Context: an optimization exercise on an open-source flow, tuned for small area and a short achievable clock period. The choices shown serve that exercise and are no tape-out recipe.
Only simulation tests tie the RTL to the original design; equivalence was not proved.
No activity file was given, so power comes from the tool's default toggle rates.

run A:
==> flow/design.v (excerpt) <==
module cam_capture_top (
   input  logic                              i_mipi_pclk,
   input  logic                              i_rst_n,
   input  cam_pixel_pkg::cam_in_t            i_cam,
   input  logic                              i_trigger_capture,
   input  logic                              i_continuous_capture,
   input  logic                              i_rgb_gray,
   input  logic                              i_dma_init_done,
   input  logic                              i_dma_wready,
   output logic                              o_dma_wvalid,
   output logic                              o_dma_wlast,
   output cam_dma_pkg::dma_beat_t            o_dma_wdata,
   output logic                              o_frame_start,
   output logic                              o_fifo_overflow,
   output logic [31:0]                       o_dma_status,
   output logic [cam_dma_pkg::DBG_CNT_W-1:0] o_dbg_wcount,
   output logic [cam_dma_pkg::DBG_CNT_W-1:0] o_dbg_rcount
);
   logic        fifo_wr;
   cam_dma_pkg::fifo_word_t  fifo_wdata;
   cam_dma_pkg::fifo_word_t  fifo_ldata;
   logic        fifo_gray;
   logic        fifo_rd;
   cam_dma_pkg::fifo_word_t  fifo_rdata;
   logic        fifo_empty;
   logic        fifo_empty_nxt;
   cam_dma_pkg::dma_status_t dma_status;
   assign o_dma_status = {29'd0, dma_status};
   cam_frame_packer u_packer (
      .i_mipi_pclk          (i_mipi_pclk),
      .i_rst_n              (i_rst_n),
      .i_cam                (i_cam),
      .i_trigger_capture    (i_trigger_capture),
      .i_continuous_capture (i_continuous_capture),
      .i_rgb_gray           (i_rgb_gray),
      .o_fifo_wr            (fifo_wr),
      .o_fifo_wdata         (fifo_wdata),
      .o_fifo_ldata         (fifo_ldata),
      .o_fifo_gray          (fifo_gray),
      .o_frame_start        (o_frame_start)
   );
  ...
export LEC_CHECK = 0
export CAP_MARGIN = 20
export CORE_MARGIN = 2
export CORE_UTILIZATION = 45
export CTS_CLUSTER_DIAMETER = 70
export CTS_CLUSTER_SIZE = 30
export PLACE_DENSITY = 0.72
export SETUP_SLACK_MARGIN = 3.2
export SLEW_MARGIN = 20
export TNS_END_PERCENT = 0
create_clock -name core_clock -period 5.8 [get_ports {i_mipi_pclk}]
run.sh (not shown) runs the stock make flow with config.mk's settings and CLKGATE_MAP_FILE= SYNTH_SCRIPT=/design/flow/synth_recipe.tcl, a recipe that flattens the netlist after the stock synthesis.
Run A closes out successfully: all stages finished, all timing, DRC and antenna checks passed.
--- input diff run A..run B ---
# run A
export LEC_CHECK = 0
export CAP_MARGIN = 20
export CORE_MARGIN = 2
export CORE_UTILIZATION = 45
export CTS_CLUSTER_DIAMETER = 70
export CTS_CLUSTER_SIZE = 30
export PLACE_DENSITY = 0.72
export SETUP_SLACK_MARGIN = 3.2
export SLEW_MARGIN = 20
export TNS_END_PERCENT = 0
create_clock -name core_clock -period 5.8 [get_ports {i_mipi_pclk}]
# run B
export LEC_CHECK = 0
export CAP_MARGIN = 20
export CORE_MARGIN = 2
export CORE_UTILIZATION = 45
export CTS_CLUSTER_DIAMETER = 70
export CTS_CLUSTER_SIZE = 30
export SETUP_SLACK_MARGIN = 3.2
export SLEW_MARGIN = 20
export TNS_END_PERCENT = 5
create_clock -name core_clock -period 5.8 [get_ports {i_mipi_pclk}]
Results
- Comparing run B and run A, number of nets in the layout is higher on run B.
- Of run B and run A, the run reporting the higher cell area was run B.
- Global routing met1 resource utilization in run B is 5.3 points above run A.
- Compare run B and run A | post-layout utilization of the core higher: run B
Setup changes, run B to run C
# run B
export LEC_CHECK = 0
export CAP_MARGIN = 20
export CORE_MARGIN = 2
export CORE_UTILIZATION = 45
export CTS_CLUSTER_DIAMETER = 70
export CTS_CLUSTER_SIZE = 30
export SETUP_SLACK_MARGIN = 3.2
export SLEW_MARGIN = 20
export TNS_END_PERCENT = 5
create_clock -name core_clock -period 5.8 [get_ports {i_mipi_pclk}]
# run C
export LEC_CHECK = 0
export CAP_MARGIN = 20
export CORE_MARGIN = 2
export CORE_UTILIZATION = 45
export CTS_CLUSTER_DIAMETER = 70
export CTS_CLUSTER_SIZE = 30
export SETUP_SLACK_MARGIN = 3.2
export SLEW_MARGIN = 20
export TNS_END_PERCENT = 0
create_clock -name core_clock -period 5.8 [get_ports {i_mipi_pclk}]
==> summary.txt <==
Run C vs run B — total number of vias dropped 435.
As far as area occupied by registers is concerned, run B and run C perform about the same.
Global-route usage | run C below run B
Diff run B -> run C: worst path buffer plus inverter count went up by 1; worst hold slack ~0 delta; total power now smaller.
Run C vs. run B: logic gate share of total power went down by 0.4 points.

---

red:
Starting RTL as in the previous note.
Design cam_capture_top, start of the top module:
module cam_capture_top (
   input  logic                              i_mipi_pclk,
   input  logic                              i_rst_n,
   input  cam_pixel_pkg::cam_in_t            i_cam,
   input  logic                              i_trigger_capture,
   input  logic                              i_continuous_capture,
   input  logic                              i_rgb_gray,
   input  logic                              i_dma_init_done,
   input  logic                              i_dma_wready,
   output logic                              o_dma_wvalid,
   output logic                              o_dma_wlast,
   output cam_dma_pkg::dma_beat_t            o_dma_wdata,
   output logic                              o_frame_start,
   output logic                              o_fifo_overflow,
   output logic [31:0]                       o_dma_status,
   output logic [cam_dma_pkg::DBG_CNT_W-1:0] o_dbg_wcount,
   output logic [cam_dma_pkg::DBG_CNT_W-1:0] o_dbg_rcount
);
clock: 5.8 ns
lec_check: 0
cap_margin: 20
core_margin: 2
core_utilization: 50
cts_cluster_diameter: 70
cts_cluster_size: 30
setup_slack_margin: 3.2
slew_margin: 20
tns_end_percent: 0
Edits applied to the flow inputs when going from red to blue:
Settings: a change of CAP_MARGIN from 20 to 10; a change of SLEW_MARGIN from 20 to 10; a change of CORE_UTILIZATION from 50 to 45.
blue leaves less setup margin than red. For design internal power, blue and red come out practically identical. Hold slack (higher): red. Lower combined global-route utilization of all metal layers goes to blue over red. Half-perimeter wire length after detailed placement delta (blue -> red): insignificant.

## separate check: timing with driven ports
In the flow no input, the clock included, has a driving cell. The finished layouts below were timed again as built, in two steps.
Step 1, drivers: a clkbuf_16 drives i_mipi_pclk and a buf_2 each remaining input, both assumed.
Step 2 moves the port delays by t, midway between the first and last clock arrival at a register: inputs arrive t later, outputs are due t later. That takes back most of the time a late clock gives input paths.
Slacks: ideal / step 1 / step 2; pairs: ideal / step 1.
run | t, ns | slack for setup (ns) | hold WS [ns] | worst setup path after step 2 | latest minus earliest clock arrival (ns)
run A | 0.973 | 2.927 / 2.927 / 2.155 | 0.341 / 0.341 / 0.341 | input to register | 0.055 / 0.055
run B | 0.968 | 2.983 / 2.978 / 2.140 | 0.335 / 0.335 / 0.335 | input to register | 0.069 / 0.069
run C | 0.971 | 2.970 / 2.956 / 2.129 | 0.335 / 0.335 / 0.335 | input to register | 0.070 / 0.070
red | 0.966 | 2.945 / 2.935 / 2.153 | 0.342 / 0.342 / 0.342 | input to register | 0.085 / 0.085
blue | 0.985 | 2.876 / 2.876 / 2.152 | 0.335 / 0.335 / 0.335 | input to register | 0.067 / 0.067
After both steps every run listed still meets setup and hold. The setup slack of run B, which loses most, moves by -0.005 ns with the drivers and by -0.843 ns with both steps.
